From an optimization exercise on the open Yosys and OpenROAD flow, aimed at small area, a short achievable clock period and few clock cycles; shortcuts taken in it are not production practice.
The RTL was checked by simulation tests, not by an equivalence proof against the original design.

Setup of run 1:
==> flow/design.v (excerpt) <==
module mm2s_cmd_gen
#(
  parameter int CORE_INSTR_WIDTH = 64,
  parameter int CORE_CMD_WIDTH   = 80
) (
  input  logic                        clk,
  input  logic                        rst_n,
  input  logic [CORE_INSTR_WIDTH-1:0] s_axis_mm2s_instr_tdata,
  input  logic                        s_axis_mm2s_instr_tvalid,
  output logic                        s_axis_mm2s_instr_tready,
  output logic [CORE_CMD_WIDTH-1:0]   m_axis_mm2s_cmd_tdata,
  output logic                        m_axis_mm2s_cmd_tvalid,
  input  logic                        m_axis_mm2s_cmd_tready
);
==> flow/config.mk <==
export PLATFORM = sky130hd
export DESIGN_NAME = mm2s_cmd_gen
export DESIGN_NICKNAME = mm2s_cmd_gen
export VERILOG_FILES = /design/flow/design.v
export SDC_FILE = /design/flow/constraint.sdc
export NUM_CORES = 4
export LEC_CHECK = 0
export CAP_MARGIN = 20
export CORE_MARGIN = 2
export CORE_UTILIZATION = 40
export SLEW_MARGIN = 20
==> flow/constraint.sdc <==
create_clock -name core_clock -period 11.0 [get_ports {clk}]
set_input_delay 2.2000 -clock core_clock [delete_from_list [all_inputs] [get_ports {clk}]]
set_output_delay 2.2000 -clock core_clock [all_outputs]
set_load 0.01 [all_outputs]
standard.sh (not shown) runs the stock make flow with config.mk's settings and CLKGATE_MAP_FILE= SYNTH_SCRIPT=/design/flow/synth_recipe.tcl, a recipe that flattens the netlist after the stock synthesis.
==> flow/flow/run.sh <==
#!/bin/bash
# Standard layout, with timing repair aiming at 6.4 ns below the clock period.
set -euo pipefail
bash standard.sh SETUP_SLACK_MARGIN=6.4 finish > standard_flow.log 2>&1
Run 1 was carried through to the last stage, and its layout satisfied the timing, design-rule and antenna checks.
Testbench counts of run 1, summed over its fixed seeds: cycles 12,595.
Inputs modified between run 1 and run 2:
# run 1
export LEC_CHECK = 0
export CAP_MARGIN = 20
export CORE_MARGIN = 2
export CORE_UTILIZATION = 40
export SLEW_MARGIN = 20
create_clock -name core_clock -period 11.0 [get_ports {clk}]
# run 2
export LEC_CHECK = 0
export CAP_MARGIN = 20
export CORE_MARGIN = 2
export CORE_UTILIZATION = 40
export SETUP_SLACK_MARGIN = 5
export SLEW_MARGIN = 20
create_clock -name core_clock -period 11.0 [get_ports {clk}]
==> flow/run.sh (new file) <==
#!/bin/bash
# synth_recipe.tcl (not shown) runs the flow's synth.tcl, then flattens the netlist and writes it again
# the make line also repeats each setting of config.mk as NAME=value (left out here)
make -C /OpenROAD-flow-scripts/flow DESIGN_CONFIG=/design/flow/config.mk WORK_HOME=/design/flow/orfs CLKGATE_MAP_FILE= SYNTH_SCRIPT=/design/flow/synth_recipe.tcl finish
removed: flow/flow/run.sh
removed: flow/standard.sh
Results
- Run 2 finished every step from synthesis to the final layout, and the layout passed the timing, design-rule and antenna checks.
- Run 1 finished end to end and its layout was clean on timing, DRC and antenna.
- Diff run 1 -> run 2: fmax down 0.030 GHz; longest individual stage delay on the worst path higher.
- The run showing the greater combined global-route utilization of all metal layers is run 1.
- On final worst-path cycle share: between run 2 and run 1, it ends up higher for run 2.
- Changes observed in run 2 relative to run 1: total detailed-routing wirelength has decreased, number of buffers and inverters on the critical path lost 1.
What run 3 does differently from run 2 at the input level:
# run 2
export LEC_CHECK = 0
export CAP_MARGIN = 20
export CORE_MARGIN = 2
export CORE_UTILIZATION = 40
export SETUP_SLACK_MARGIN = 5
export SLEW_MARGIN = 20
create_clock -name core_clock -period 11.0 [get_ports {clk}]
# run 3
export LEC_CHECK = 0
export CAP_MARGIN = 20
export CORE_MARGIN = 2
export CORE_UTILIZATION = 40
export SLEW_MARGIN = 20
create_clock -name core_clock -period 11.0 [get_ports {clk}]
==> flow/flow/run.sh (new file) <==
#!/bin/bash
# Standard layout, with timing repair aiming at 7 ns below the clock period.
set -euo pipefail
bash standard.sh SETUP_SLACK_MARGIN=7 finish > standard_flow.log 2>&1
==> flow/standard.sh (new file) <==
#!/bin/bash
# synth_recipe.tcl (not shown) runs the flow's synth.tcl, then flattens the netlist and writes it again
# the make line also repeats each setting of config.mk as NAME=value (left out here)
make -C /OpenROAD-flow-scripts/flow DESIGN_CONFIG=/design/flow/config.mk WORK_HOME=/design/flow/orfs CLKGATE_MAP_FILE= SYNTH_SCRIPT=/design/flow/synth_recipe.tcl "${@:-finish}"
removed: flow/run.sh
--- outcome ---
Multi-input combinational area share ends up lower on run 3. The relative slew slack in run 3 was higher than what run 2 gave. Average wire per cell in the routed design (run 3 over run 2): increase, 3.3%. Both conditions hold for run 3: the flow ran to the end and the final layout passed the timing, design-rule and antenna checks. Summary of the comparison: maximum number of pins on one net before global-route repair is lower in run 3, relative to run 2. Run 3 gives more utilization of the core after routing than run 2 did. Layout overhead on the synthesized area, run 3 and run 2: larger value in run 3. Re post-cts gate resize count: run 3 and run 2 aren't equal, and the higher value belongs to run 3.
Setup changes, run 3 to run 4
==> flow/flow/run.sh <==
#!/bin/bash
# Standard layout, with timing repair aiming at 6 ns below the clock period.
set -euo pipefail
bash standard.sh SETUP_SLACK_MARGIN=6 finish > standard_flow.log 2>&1
## What came out
Re final cell count without fillers: run 3 and run 4 aren't equal, and the higher value belongs to run 3.
Between run 3 and run 4, the count of multi-input combinational gates does not differ in any meaningful way.
Worst-margin pin slew in run 4 is 50 ps below run 3.
A launch point of the critical path of y_q[2] is what run 3 shows, while y_q[3] belongs to run 4.
Going from run 3 to run 4, fmax shrinks by about 0.46%.

* * *

Another version of the RTL of mm2s_cmd_gen (not shown whole).
Size in the first run: roughly 2800 cells after synthesis, ~150 I/O pins.
## mm2s_cmd_gen
module mm2s_cmd_gen
#(
  parameter int CORE_INSTR_WIDTH = 64,
  parameter int CORE_CMD_WIDTH   = 80
) (
  input  logic                        clk,
  input  logic                        rst_n,
  input  logic [CORE_INSTR_WIDTH-1:0] s_axis_mm2s_instr_tdata,
  input  logic                        s_axis_mm2s_instr_tvalid,
  output logic                        s_axis_mm2s_instr_tready,
  output logic [CORE_CMD_WIDTH-1:0]   m_axis_mm2s_cmd_tdata,
  output logic                        m_axis_mm2s_cmd_tvalid,
  input  logic                        m_axis_mm2s_cmd_tready
);
  localparam logic [3:0] E_IDLE = 4'd0;
  localparam logic [3:0] E_PC   = 4'd1;    
  localparam logic [3:0] E_PW   = 4'd2;    
  localparam logic [3:0] E_PH   = 4'd3;    
  localparam logic [3:0] E_BUB  = 4'd4;    
  localparam logic [3:0] E_E    = 4'd5;    
  localparam logic [3:0] E_D    = 4'd6;    
  localparam logic [3:0] E_D2   = 4'd7;    
  localparam logic [3:0] E_WT   = 4'd8;    
  localparam logic [3:0] E_F1   = 4'd9;    
  localparam logic [3:0] E_F    = 4'd10;   
  wire [63:0] instr = s_axis_mm2s_instr_tdata;
  logic [8:0]  tile_ih_q, tile_iw_q, layer_ih_q, layer_iw_q;
  logic [9:0]  tile_c_q;
  logic [15:0] layer_c_q;
  logic [17:0] layer_iwih_q;
  logic [31:0] fin_baddr_q;
  ...
Settings: LEC_CHECK=0, CAP_MARGIN=20, CORE_MARGIN=2, CORE_UTILIZATION=40, CTS_BUF_LIST=sky130_fd_sc_hd__clkbuf_8, CTS_CLUSTER_DIAMETER=50, CTS_CLUSTER_SIZE=12, PLACE_DENSITY=0.9, SLEW_MARGIN=20; clock period 11.0 ns.
==> flow/flow/run.sh <==
#!/bin/bash
# Standard layout, with timing repair aiming at 6 ns below the clock period.
set -euo pipefail
bash standard.sh SETUP_SLACK_MARGIN=6 finish > standard_flow.log 2>&1
Testbench counts at the start, summed over its fixed seeds: cycles 12,595.
Then changed:
- CORE_UTILIZATION: 40 -> 60
- CTS_BUF_LIST: sky130_fd_sc_hd__clkbuf_8 -> not set
- CTS_CLUSTER_DIAMETER: 50 -> not set
- CTS_CLUSTER_SIZE: 12 -> not set
- PLACE_DENSITY: 0.9 -> not set
Area after synthesis is unchanged.
Critical path depth does not change.
Die area came out lower by about 33%.
Routed wire length came out higher by 3.4%.
Count of clock-buffer cells in the layout came out higher by 9.
Worst hold slack is better by 0.014 ns.
Worst setup slack is worse by 0.055 ns.
Global-route usage came out higher by 16 points.
Maximum frequency came out lower by about 1%.
Then changed:
- ABC_AREA: not set -> 1
- CORE_UTILIZATION: 60 -> 40
- CTS_BUF_LIST: not set -> sky130_fd_sc_hd__clkbuf_8
- CTS_CLUSTER_DIAMETER: not set -> 50
- CTS_CLUSTER_SIZE: not set -> 12
After rerunning: Die area grows by well over a third; first-iteration DRC count shrinks by about a fifth; clock-buffer cell count does not change; worst hold slack degrades by 0.054 ns; cell area grows slightly; utilization shrinks by 25 points; area after synthesis grows by a few percent.
Then changed:
- ABC_AREA: 1 -> not set
The new run finished with timing, DRC and antenna clean.
Register-to-register slack is worse by 0.18 ns.
Final area falls slightly.
Setup slack is worse by 0.18 ns.
Cell count falls by roughly a tenth.
Area after synthesis falls by a few percent.
Wire length falls slightly.

[re-timing with driven ports]
How much do the figures lean on ideal ports? The routed layouts below were timed once more, with nothing changed but the port constraints. Step 1, drivers: a clkbuf_16 drives clk and a buf_2 each remaining input, both assumed. Step 2 also shifts input and output timing later by t, the mid clock arrival at the registers, as if the neighbouring blocks saw the same clock. a / b / c = no drivers / after step 1 / after step 2; a / b = the first two.
run | t (ns) | slack for setup (ns) | worst data-port slew with drivers (ns)
run 1 | 0.642 | 6.103 / 6.103 / 5.890 | 0.06
run 2 | 0.663 | 5.251 / 5.251 / 5.251 | 0.06
run 3 | 0.659 | 6.033 / 6.033 / 6.033 | 0.05
run 4 | 0.661 | 6.010 / 6.010 / 5.580 | 0.05
the first run of note 2 | 0.720 | 5.798 / 5.798 / 5.371 | 0.05
the second run of note 2 | 0.640 | 5.743 / 5.743 / 5.544 | 0.08
the third run of note 2 | 0.749 | 6.079 / 6.079 / 5.485 | 0.05
the fourth run of note 2 | 0.757 | 5.897 / 5.897 / 5.448 | 0.05
After both steps every run listed still meets setup and hold. The setup slack of the third run of note 2, which loses most, moves by 0.000 ns with the drivers and by -0.594 ns with both steps.
